What follows belongs to an exercise in optimizing a design on an open flow for small area, a short achievable clock period and few clock cycles per item; a production flow would make more cautious choices. Only simulation tests tie the RTL to the original design; equivalence was not proved.

==> flow/design.v (excerpt) <==
module ntt_core (
    input  logic        clk,
    input  logic        reset,
    input  logic        load_w,
    input  logic        load_data,
    input  logic        start,
    input  logic [13:0] din,
    output logic        done,
    output logic [13:0] dout
);
    typedef enum logic [2:0] {
        S_IDLE,
        S_LTW,
        S_LDATA,
        S_WAIT,
        S_RUN
    } state_t;
    state_t      state;
    logic [3:0]  seq;
    logic [3:0]  twk;      
    logic [1:0]  hcol;     
    logic [4:0]  k;        
    logic [4:0]  kn;       
    logic        spec;     
    logic        ready;
    logic        go;
    logic        go_spec;
    logic        cmd_start;
    logic        commit;
    logic        abort;
    logic [13:0] din_r;
    logic        ldv_r;    
    logic [3:0]  ldi_r;
    assign cmd_start = start && !load_w && !load_data;
    assign ready     = (hcol == 2'd1) && (twk >= 4'd13);
    assign go_spec   = (state == S_LDATA) && (seq == 4'd14) && ready;
    assign commit    = spec && (state == S_IDLE) && cmd_start;
    assign abort     = spec && (state == S_IDLE) && !cmd_start;
    assign go        = ready && !spec && (((state == S_IDLE) && cmd_start) || (state == S_WAIT));
    assign kn        = (go || go_spec) ? 5'd1 :
                       (abort ? 5'd0 : (((k != 5'd0) && (k != 5'd25)) ? k + 5'd1 : 5'd0));
    always_ff @(posedge clk or posedge reset) begin
        if (reset) begin
            state <= S_IDLE;
            seq   <= '0;
            twk   <= 4'd15;
            hcol  <= '0;
            k     <= '0;
            spec  <= 1'b0;
            ldv_r <= 1'b0;
            ldi_r <= '0;
        end else begin
            hcol  <= hcol + 2'd1;
            ldv_r <= (state == S_LDATA);
            ldi_r <= seq;
            k     <= kn;
            if (twk != 4'd15) twk <= twk + 4'd1;
            if (go_spec) spec <= 1'b1;
            if (state == S_IDLE) spec <= 1'b0;
            case (state)
                S_IDLE: begin
                    seq <= '0;
                    if (commit) begin
                        state <= S_RUN;
                    end else if (load_w) begin
                        state <= S_LTW;
  ...
For scale: about 4,600 cells after synthesis, roughly 34 I/O pins, ~0.039 mm² of cells after synthesis.
Settings: LEC_CHECK=0, ABC_AREA=1, CAP_MARGIN=20, CORE_MARGIN=2, CORE_UTILIZATION=40, CTS_BUF_LIST=sky130_fd_sc_hd__clkbuf_8, SETUP_SLACK_MARGIN=4.0, SLEW_MARGIN=20; clock period 7.0 ns.
run.sh (not shown) runs the stock make flow with config.mk's settings and CLKGATE_MAP_FILE= SYNTH_SCRIPT=/design/flow/synth_recipe.tcl, a recipe that flattens the netlist after the stock synthesis.
The first run completed with no timing, DRC or antenna violations.
Testbench counts at the start, summed over its fixed seeds: cycles 7,952, transforms 192.
Next try:
- CTS_BUF_LIST: sky130_fd_sc_hd__clkbuf_8 -> sky130_fd_sc_hd__clkbuf_4 sky130_fd_sc_hd__clkbuf_8
- SETUP_SLACK_MARGIN: 4.0 -> 3.25
Effect: Area after synthesis is unchanged; via count decreases by about 5%; worst hold slack degrades by 12 ps; global-route usage decreases by 1.2 points; register-to-register slack gets worse by 70 ps; core utilization went down by 5.8 points; wire length shrinks by about 7%; final cell count is lower by 3.6%.
Next try:
- CTS_BUF_LIST: sky130_fd_sc_hd__clkbuf_4 sky130_fd_sc_hd__clkbuf_8 -> sky130_fd_sc_hd__clkbuf_8
What happened: Core utilization came out lower by 0.34 points. Routed wire length hardly moves. First-iteration DRC count came out lower by 4.1%. Setup slack improved by 38 ps. Final area came out lower by about 0.7%.
Next try:
- SETUP_SLACK_MARGIN: 3.25 -> 2.0
Effect:
- final area shrinks by 4.6%
- via count fell by 2.6%
- clock skew drops by 3.0 ps
- count of clock-buffer cells in the layout falls by 1
- area after synthesis stays the same
- setup slack loses 1000 ps

Another version of the RTL of ntt_core (not shown whole).
For scale: about 3500 cells after synthesis, about 0.037 sq mm of cells after synthesis.
clock: 7.0 ns
lec_check: 0
cap_margin: 20
core_margin: 2
core_utilization: 40
cts_buf_list: sky130_fd_sc_hd__clkbuf_8
setup_slack_margin: 2.0
slew_margin: 20
The baseline produced a clean layout.
Testbench counts at the start, summed over its fixed seeds: cycles 7,952, transforms 192.
Next try:
- SETUP_SLACK_MARGIN: 2.0 -> 3.0
The changed run completed with no timing, DRC or antenna violations.
Fmax increases by a little under a tenth.
Die area does not change.
Design area increases by a little under a tenth.
Utilization increases by 3.3 points.

run A:
ntt_core with an RTL version that a note above also has.
Size in the first run: ~4600 cells after synthesis, roughly 720 flip-flops, ~34 I/O pins.
make LEC_CHECK=0 ABC_AREA=1 CAP_MARGIN=20 CORE_MARGIN=2 CORE_UTILIZATION=40 CTS_BUF_LIST=sky130_fd_sc_hd__clkbuf_8 PLACE_DENSITY=0.8 SETUP_SLACK_MARGIN=3.25 SLEW_MARGIN=20 finish   # period 7.0 ns
Run A: no failed stages, no open violations at the end
Testbench counts of run A, summed over its fixed seeds: cycles 7,952, transforms 192.
Setup changes, run A to run B
- removing PLACE_DENSITY (formerly 0.8)
- changing CORE_UTILIZATION from 40 to 60
==> comparison <==
- Cell area | run B vs run A | run B smaller
- Setup slack in run B is larger than in run A.
- Changes observed in run B relative to run A: final estimated routing congestion in global placement has decreased.

Setup of build 9:
ntt_core again, from the RTL that the note above started with.
==> flow/design.v (excerpt) <==
module ntt_core (
    input  logic        clk,
    input  logic        reset,
    input  logic        load_w,
    input  logic        load_data,
    input  logic        start,
    input  logic [13:0] din,
    output logic        done,
    output logic [13:0] dout
);
Settings: LEC_CHECK=0, ABC_AREA=1, CAP_MARGIN=20, CORE_MARGIN=2, CORE_UTILIZATION=40, CTS_BUF_LIST=sky130_fd_sc_hd__clkbuf_8, SETUP_SLACK_MARGIN=2.5, SLEW_MARGIN=20; clock period 7.0 ns.
Testbench counts of build 9, summed over its fixed seeds: cycles 7,952, transforms 192.
Here is what was changed in the inputs of build 23 compared with build 9.
- swapping 2.5 for 3.5 in SETUP_SLACK_MARGIN
Results
Build 23 finished end to end and its layout was clean on timing, DRC and antenna. Build 23: detailed placement HPWL about 1.1% below build 9.
For build 90, these inputs were changed with respect to build 23:
- a change of SETUP_SLACK_MARGIN from 3.5 to 3.0
- In the reports for build 90 and build 23, the larger cell area belongs to build 23.
- From build 23 to build 90 the numbers moved as follows: sequential share of layout area now larger, minimum setup slack in the final design now smaller, number of vias in the routed layout now smaller, number of cells in the finished layout apart from fillers now smaller.
- The higher delay of the slowest critical-path stage of build 90 and build 23 is in build 90.
- Build 90: done, clean on timing, DRC and antenna
- Build 23 did not stop at any stage, and its layout met the timing, DRC and antenna checks.
- Sort build 90 and build 23 by detailed route wirelength on metal2 desc -> top: build 23

port drivers added, routing unchanged:
The flow's constraints put no driver on any port. The routed layouts listed below were extracted and timed again, unchanged, in two steps. Step 1, drivers: a clkbuf_16 drives clk and a buf_2 each remaining input, both assumed. Step 2 moves the port delays by t, midway between the first and last clock arrival at a register: inputs arrive t later, outputs are due t later. That takes back most of the time a late clock gives input paths. Three values: ideal ports, drivers, drivers and shift; two values: the first two.
run	shift t [ns]	setup WS [ns]	hold slack, ns	worst setup path at the end
the first run of note 1	0.802	3.390 / 3.390 / 3.353	0.291 / 0.291 / 0.291	input to register
the second run of note 1	0.822	3.324 / 3.324 / 2.802	0.279 / 0.279 / 0.279	input to register
the third run of note 1	0.823	3.362 / 3.362 / 2.816	0.278 / 0.278 / 0.278	input to register
the fourth run of note 1	0.804	2.356 / 2.356 / 2.356	0.294 / 0.294 / 0.294	register to register
the first run of note 2	0.784	2.203 / 2.203 / 2.203	0.299 / 0.299 / 0.299	register to register
the second run of note 2	0.788	2.538 / 2.538 / 2.538	0.315 / 0.315 / 0.315	register to register
run A	0.771	3.282 / 3.282 / 3.163	0.293 / 0.293 / 0.293	input to register
run B	0.811	3.300 / 3.300 / 2.738	0.283 / 0.283 / 0.283	input to register
build 9	0.806	2.793 / 2.793 / 2.793	0.293 / 0.293 / 0.293	register to register
build 23	0.777	3.533 / 3.533 / 2.940	0.275 / 0.275 / 0.275	input to register
build 90	0.803	3.162 / 3.162 / 2.971	0.297 / 0.297 / 0.297	input to register
After both steps setup and hold are still met in every run listed. For build 23, which loses most, drivers alone change the setup slack by 0.000 ns; drivers and shift together by -0.593 ns.
